This is an optimization exercise on Yosys and OpenROAD, whose aim is small area, a short achievable clock period and few clock cycles per item, not a production implementation.
RTL that was checked went through simulation tests only; none was proved equivalent to the original.

==> inputs of v38 <==
// uniform_range_random_unit
module uniform_range_random_unit (
  input  logic                          clk,
  input  logic                          rst,
  input  logic                          seed_write,
  input  logic [urr_pkg::STATE_W-1:0]   seed_data,
  input  logic                          in_valid,
  output logic                          in_stall,
  input  logic [urr_pkg::DATA_W-1:0]    range_low,
  input  logic [urr_pkg::DATA_W-1:0]    range_high,
  output logic                          out_valid,
  input  logic                          out_stall,
  output logic [urr_pkg::DATA_W-1:0]    value,
  output logic                          range_error
);
  typedef enum logic [3:0] {
    S_IDLE,    
    S_PREP,    
    S_CHECK,   
    S_NORM,    
    S_DIV,     
    S_NDIV,    
    S_TDIV,    
    S_TCMP,    
    S_DONE     
  } state_t;
  state_t                              state;
  logic [urr_pkg::DATA_W-1:0]          lo;
  logic [urr_pkg::DATA_W-1:0]          m;       
  logic                                err;
  logic [urr_pkg::DATA_W-1:0]          r;       
  logic [urr_pkg::DATA_W-1:0]          nb;      
  logic [urr_pkg::SHIFT_W-1:0]         k;       
  logic                                tval;    
  logic                                tmode;   
  logic                                cin;     
  logic                                lclr;    
  state_t                              state_d;
  logic [urr_pkg::STATE_W-1:0]         x;       
  logic [urr_pkg::STATE_W-1:0]         y;       
  logic                                yrdy;
  logic [urr_pkg::ACC_W-1:0]           acc;
  logic [urr_pkg::STEP_CNT_W-1:0]      lcnt;
  logic                                xrdy;
  function automatic logic [urr_pkg::DIGP_W-1:0] mul_dig(input logic [urr_pkg::DIG_W-1:0] dg);
    mul_dig = '0;
    for (int i = 1; i < (1 << urr_pkg::DIG_W); i++) begin
      mul_dig = mul_dig | ({urr_pkg::DIGP_W{dg == urr_pkg::DIG_W'(i)}} &
                           (urr_pkg::DIGP_W'(urr_pkg::LCG_MULT) * urr_pkg::DIGP_W'(i)));
    end
  ...
Settings: LEC_CHECK=0, CAP_MARGIN=20, CORE_MARGIN=2, CORE_UTILIZATION=55, PLACE_DENSITY=0.75, SLEW_MARGIN=20; clock period 11.0 ns.
run.sh (not shown) runs the stock make flow with config.mk's settings and CLKGATE_MAP_FILE= SYNTH_SCRIPT=/design/flow/synth_recipe.tcl, a recipe that flattens the netlist after the stock synthesis.
==> v31 (differences from v38) <==
--- a/flow/design.v
+++ b/flow/design.v
@@ -15,11 +15,10 @@
   localparam int ACC_W    = MULT_W;             
   localparam int DIGP_W   = MULT_W + DIG_W;     
   localparam int SUM_W    = ACC_W + STEP_W;     
   localparam int SHIFT_W  = $clog2(DATA_W);
   localparam int NARROW_W = 9;
-  localparam int NSTEPS   = 1;    
 endpackage
 `timescale 1ns / 1ps
 module uniform_range_random_unit (
   input  logic                          clk,
   input  logic                          rst,
@@ -54,14 +53,11 @@
   logic [urr_pkg::SHIFT_W-1:0]         k;       
   logic                                tval;    
   logic                                tmode;   
   logic                                cin;     
   logic                                lclr;    
-  state_t                              state_d;
   logic [urr_pkg::STATE_W-1:0]         x;       
-  logic [urr_pkg::STATE_W-1:0]         y;       
-  logic                                yrdy;
   logic [urr_pkg::ACC_W-1:0]           acc;
   logic [urr_pkg::STEP_CNT_W-1:0]      lcnt;
   logic                                xrdy;
   function automatic logic [urr_pkg::DIGP_W-1:0] mul_dig(input logic [urr_pkg::DIG_W-1:0] dg);
     mul_dig = '0;
@@ -74,16 +70,14 @@
   logic                       lci;
   logic [urr_pkg::SUM_W-1:0]  pp [urr_pkg::DIGS];          
   logic [urr_pkg::SUM_W-1:0]  cs_s [urr_pkg::DIGS+1];       
   logic [urr_pkg::SUM_W-1:0]  cs_c [urr_pkg::DIGS+1];
   logic [urr_pkg::STEP_W:0]   lres;                         
-  logic [urr_pkg::STEP_W-1:0] xdig;                         
-  assign xdig = x[lcnt*urr_pkg::STEP_W +: urr_pkg::STEP_W];
   assign cs_s[0] = urr_pkg::SUM_W'(acc);
   assign cs_c[0] = urr_pkg::SUM_W'(acc_c);
   for (genvar i = 0; i < urr_pkg::DIGS; i++) begin : g_csa
-    assign pp[i]     = urr_pkg::SUM_W'(mul_dig(xdig[i*urr_pkg::DIG_W +: urr_pkg::DIG_W])) << (i*urr_pkg::DIG_W);
+    assign pp[i]     = urr_pkg::SUM_W'(mul_dig(x[i*urr_pkg::DIG_W +: urr_pkg::DIG_W])) << (i*urr_pkg::DIG_W);
     assign cs_s[i+1] = cs_s[i] ^ cs_c[i] ^ pp[i];
     assign cs_c[i+1] = ((cs_s[i] & cs_c[i]) | (cs_s[i] & pp[i]) | (cs_c[i] & pp[i])) << 1;
   end
   assign lres = (urr_pkg::STEP_W+1)'(cs_s[urr_pkg::DIGS][urr_pkg::STEP_W-1:0]) +
                 (urr_pkg::STEP_W+1)'(cs_c[urr_pkg::DIGS][urr_pkg::STEP_W-1:0]) +
@@ -104,14 +98,14 @@
     bk = (~m) << k;
   end
   localparam int NW2 = urr_pkg::NARROW_W + 2;
   logic                           narrow;
   logic [urr_pkg::NARROW_W+1:0]   m3;        
-  logic [urr_pkg::NARROW_W-1:0]   nrem [urr_pkg::NSTEPS+1];
+  logic [urr_pkg::NARROW_W-1:0]   nrem [3];
   assign narrow = (m[urr_pkg::DATA_W-1:urr_pkg::NARROW_W] == '0);
   assign nrem[0] = nb[urr_pkg::NARROW_W-1:0];
-  for (genvar j = 0; j < urr_pkg::NSTEPS; j++) begin : g_nstep
+  for (genvar j = 0; j < 2; j++) begin : g_nstep
     logic [urr_pkg::NARROW_W+1:0] t;
     logic [urr_pkg::NARROW_W+2:0] d1, d2, d3;
     assign t  = {nrem[j], r[urr_pkg::DATA_W-1-2*j -: 2]};
     assign d1 = {1'b0, t} + {1'b0, ~m[NW2-1:0]};
     assign d2 = {1'b0, t} + {1'b0, ~{m[urr_pkg::NARROW_W:0], 1'b1}};
@@ -125,50 +119,19 @@
   end
   logic [urr_pkg::DATA_W:0]   sum;
   logic                       cout;
   assign sum  = {1'b0, r} + {1'b0, nb} + (urr_pkg::DATA_W+1)'(cin);
   assign cout = sum[urr_pkg::DATA_W];
-  logic consume;
-  assign consume = ((state == S_CHECK) && xrdy && (pow2 || ge)) || (state == S_TCMP);
-  logic ov_d;
-  always_comb begin
-    state_d = state;
-    case (state)
-      S_PREP:  state_d = cout ? S_CHECK : S_DONE;
-      S_CHECK: begin
-        if (xrdy) begin
-          if (pow2)                 state_d = S_DONE;
-          else if (ge && narrow)    state_d = S_NDIV;
-          else if (ge || !tval)     state_d = S_NORM;
-          else                      state_d = S_TCMP;
-        end
-      end
-      S_NORM:  state_d = tmode ? S_TDIV : S_DIV;
-      S_TDIV:  if (k == '0) state_d = S_TCMP;
-      S_DIV:   if (k == '0) state_d = S_DONE;
-      S_NDIV:  if (k == '0) state_d = S_DONE;
-      S_TCMP:  state_d = cout ? S_CHECK : S_DONE;
-      S_DONE:  if (!out_valid) state_d = S_IDLE;
-      default: state_d = S_IDLE;
-    endcase
-    if (!in_stall && in_valid) state_d = S_PREP;
-    if (rst) state_d = S_IDLE;
-    ov_d = out_valid;
-    if (out_valid && !out_stall) ov_d = 1'b0;
-    if ((state == S_DONE) && !out_valid) ov_d = 1'b1;
-    if (rst) ov_d = 1'b0;
-  end
+  assign in_stall = !((state == S_IDLE) || ((state == S_DONE) && !out_valid));
   always_ff @(posedge clk) begin
-    state    <= state_d;
-    in_stall <= !((state_d == S_IDLE) || ((state_d == S_DONE) && !ov_d));
     if (!in_stall) begin
       lo <= range_low;
     end
     if (rst) begin
+      state     <= S_IDLE;
       x         <= urr_pkg::LCG_INC;    
       xrdy      <= 1'b1;
-      yrdy      <= 1'b0;
       lclr      <= 1'b1;
       cin       <= 1'b0;
       out_valid <= 1'b0;
     end else begin
       if (out_valid && !out_stall) begin
@@ -178,111 +141,121 @@
         acc   <= urr_pkg::ACC_W'(urr_pkg::LCG_INC);
         acc_c <= '0;
         lci   <= 1'b0;
         lcnt  <= '0;
         lclr  <= 1'b0;
-      end else if (!yrdy) begin
-        y     <= {lres[urr_pkg::STEP_W-1:0], y[urr_pkg::STATE_W-1:urr_pkg::STEP_W]};
+      end else if (!xrdy) begin
+        x     <= {lres[urr_pkg::STEP_W-1:0], x[urr_pkg::STATE_W-1:urr_pkg::STEP_W]};
         acc   <= urr_pkg::ACC_W'(cs_s[urr_pkg::DIGS] >> urr_pkg::STEP_W);
         acc_c <= urr_pkg::ACC_W'(cs_c[urr_pkg::DIGS] >> urr_pkg::STEP_W);
         lci   <= lres[urr_pkg::STEP_W];
         lcnt  <= lcnt + 1'b1;
         if (lcnt == urr_pkg::STEP_CNT_W'(urr_pkg::STEPS-1)) begin
-          yrdy  <= 1'b1;
+          xrdy  <= 1'b1;
           acc   <= urr_pkg::ACC_W'(urr_pkg::LCG_INC);
           acc_c <= '0;
           lci   <= 1'b0;
           lcnt  <= '0;
         end
-      end
-      if (yrdy && (!xrdy || consume)) begin
-        x    <= y;
-        xrdy <= 1'b1;
-        yrdy <= 1'b0;
-      end else if (consume) begin
-        xrdy <= 1'b0;
       end
       cin <= 1'b0;
       case (state)
         S_PREP: begin
           m     <= sum[urr_pkg::DATA_W-1:0];
           err   <= !cout;
           tval  <= 1'b0;
+          state <= cout ? S_CHECK : S_DONE;
         end
         S_CHECK: begin
           m3 <= NW2'(m) + NW2'({m, 1'b0}) + NW2'(2);
           if (xrdy) begin
             if (pow2) begin
               r     <= {1'b0, d} & m;
               nb    <= lo;
+              xrdy  <= 1'b0;
+              state <= S_DONE;
             end else if (ge && narrow) begin
               r     <= {1'b0, d};
               nb    <= '0;
-              k     <= urr_pkg::SHIFT_W'(urr_pkg::DATA_W/(2*urr_pkg::NSTEPS) - 1);
+              k     <= urr_pkg::SHIFT_W'(urr_pkg::DATA_W/4 - 1);
+              xrdy  <= 1'b0;
+              state <= S_NDIV;
             end else if (ge) begin
               r     <= {1'b0, d};
               k     <= lz - 1'b1;
               tmode <= 1'b0;
+              xrdy  <= 1'b0;
+              state <= S_NORM;
             end else if (tval) begin
               nb    <= ~{1'b0, d};
+              state <= S_TCMP;
             end else begin
               r     <= ~m;
               k     <= lz;
               tmode <= 1'b1;
+              state <= S_NORM;
             end
           end
         end
         S_NORM: begin
           nb    <= bk;
+          state <= tmode ? S_TDIV : S_DIV;
         end
         S_TDIV, S_DIV: begin
           if (cout) r <= sum[urr_pkg::DATA_W-1:0];
           nb <= {1'b1, nb[urr_pkg::DATA_W-1:1]};
           k  <= k - 1'b1;
           if (k == '0) begin
             if (state == S_TDIV) begin
               nb    <= ~{1'b0, d};
               tval  <= 1'b1;
+              state <= S_TCMP;
             end else begin
               nb    <= lo;
+              state <= S_DONE;
             end
           end
         end
         S_NDIV: begin
-          r  <= r << (2*urr_pkg::NSTEPS);
-          nb <= urr_pkg::DATA_W'(nrem[urr_pkg::NSTEPS]);
+          r  <= r << 4;
+          nb <= urr_pkg::DATA_W'(nrem[2]);
           k  <= k - 1'b1;
           if (k == '0) begin
-            r     <= urr_pkg::DATA_W'(nrem[urr_pkg::NSTEPS]);
+            r     <= urr_pkg::DATA_W'(nrem[2]);
             nb    <= lo;
+            state <= S_DONE;
           end
         end
         S_TCMP: begin
           if (!cout) begin
             r     <= {1'b0, d};
             nb    <= lo;
+            state <= S_DONE;
           end else begin
-          end
+            state <= S_CHECK;
+          end
+          xrdy <= 1'b0;
         end
         default: ;
       endcase
       if ((state == S_DONE) && !out_valid) begin
         value       <= err ? '0 : sum[urr_pkg::DATA_W-1:0];
         range_error <= err;
         out_valid   <= 1'b1;
+        state       <= S_IDLE;
       end
       if (!in_stall) begin
         r  <= range_high;
         nb <= ~range_low;
         if (seed_write) begin
           x    <= seed_data;
           xrdy <= 1'b0;
-          yrdy <= 1'b0;
           lclr <= 1'b1;
         end
         if (in_valid) begin
           cin   <= 1'b1;
+          state <= S_PREP;
         end
       end
     end
   end
 endmodule
Settings changed: CORE_UTILIZATION 55 to 40, PLACE_DENSITY 0.75 to default.
==> metrics.yaml <==
status:
  status: "complete, no violations"
routing:
  via_per_inst: 6.287
yosys:
  syn-mean-instance-area_um2: 8.865
  syn_nets: 3278
  synthCells: 2890
die:
  core_area_um2: 63200
  die_x_um: 257.1
cts:
  clock_latency_ns: 0.58
global_routing:
  grt_pass1_vias: 23020
  gr-usage-met2: 0.4855
Source of the figures above: v31

==> metrics.yaml <==
sta:
  tightest_slew_ns: 1.222
  rsz0062_at_grt: "no"
die:
  core_area_um2: 46360
  die_x_um: 220.2
yosys:
  syn_nets: 3002
  syn-mean-instance-area_um2: 9.708
status:
  status: "complete, no violations"
global_routing:
  gr-usage-met2: 0.6007
  grt_pass1_vias: 21930
routing:
  via_per_inst: 6.736
Source of the figures above: v38

Testbench counts of v38, summed over its fixed seeds: cycles 40,439, items 3,200.
No functional check of the RTL was part of v31.

## static timing again, ports no longer ideal
In the flow no input, the clock included, has a driving cell. The finished layouts below were timed again as built, in two steps. Step 1 sets driving cells, clkbuf_16 on the clock port and buf_2 on the other inputs (assumed; they add their load-dependent delay and slew). Step 2 also shifts input and output timing later by t, the mid clock arrival at the registers, as if the neighbouring blocks saw the same clock. Three values: ideal, step 1, step 2; two values: the first two.
run	t, ns	setup WS [ns]	latest minus earliest clock arrival (ns)
v38	0.645	5.711 / 5.711 / 5.711	0.029 / 0.029
v31	0.621	4.229 / 4.229 / 4.229	0.033 / 0.034
After both steps every run listed still meets setup and hold.
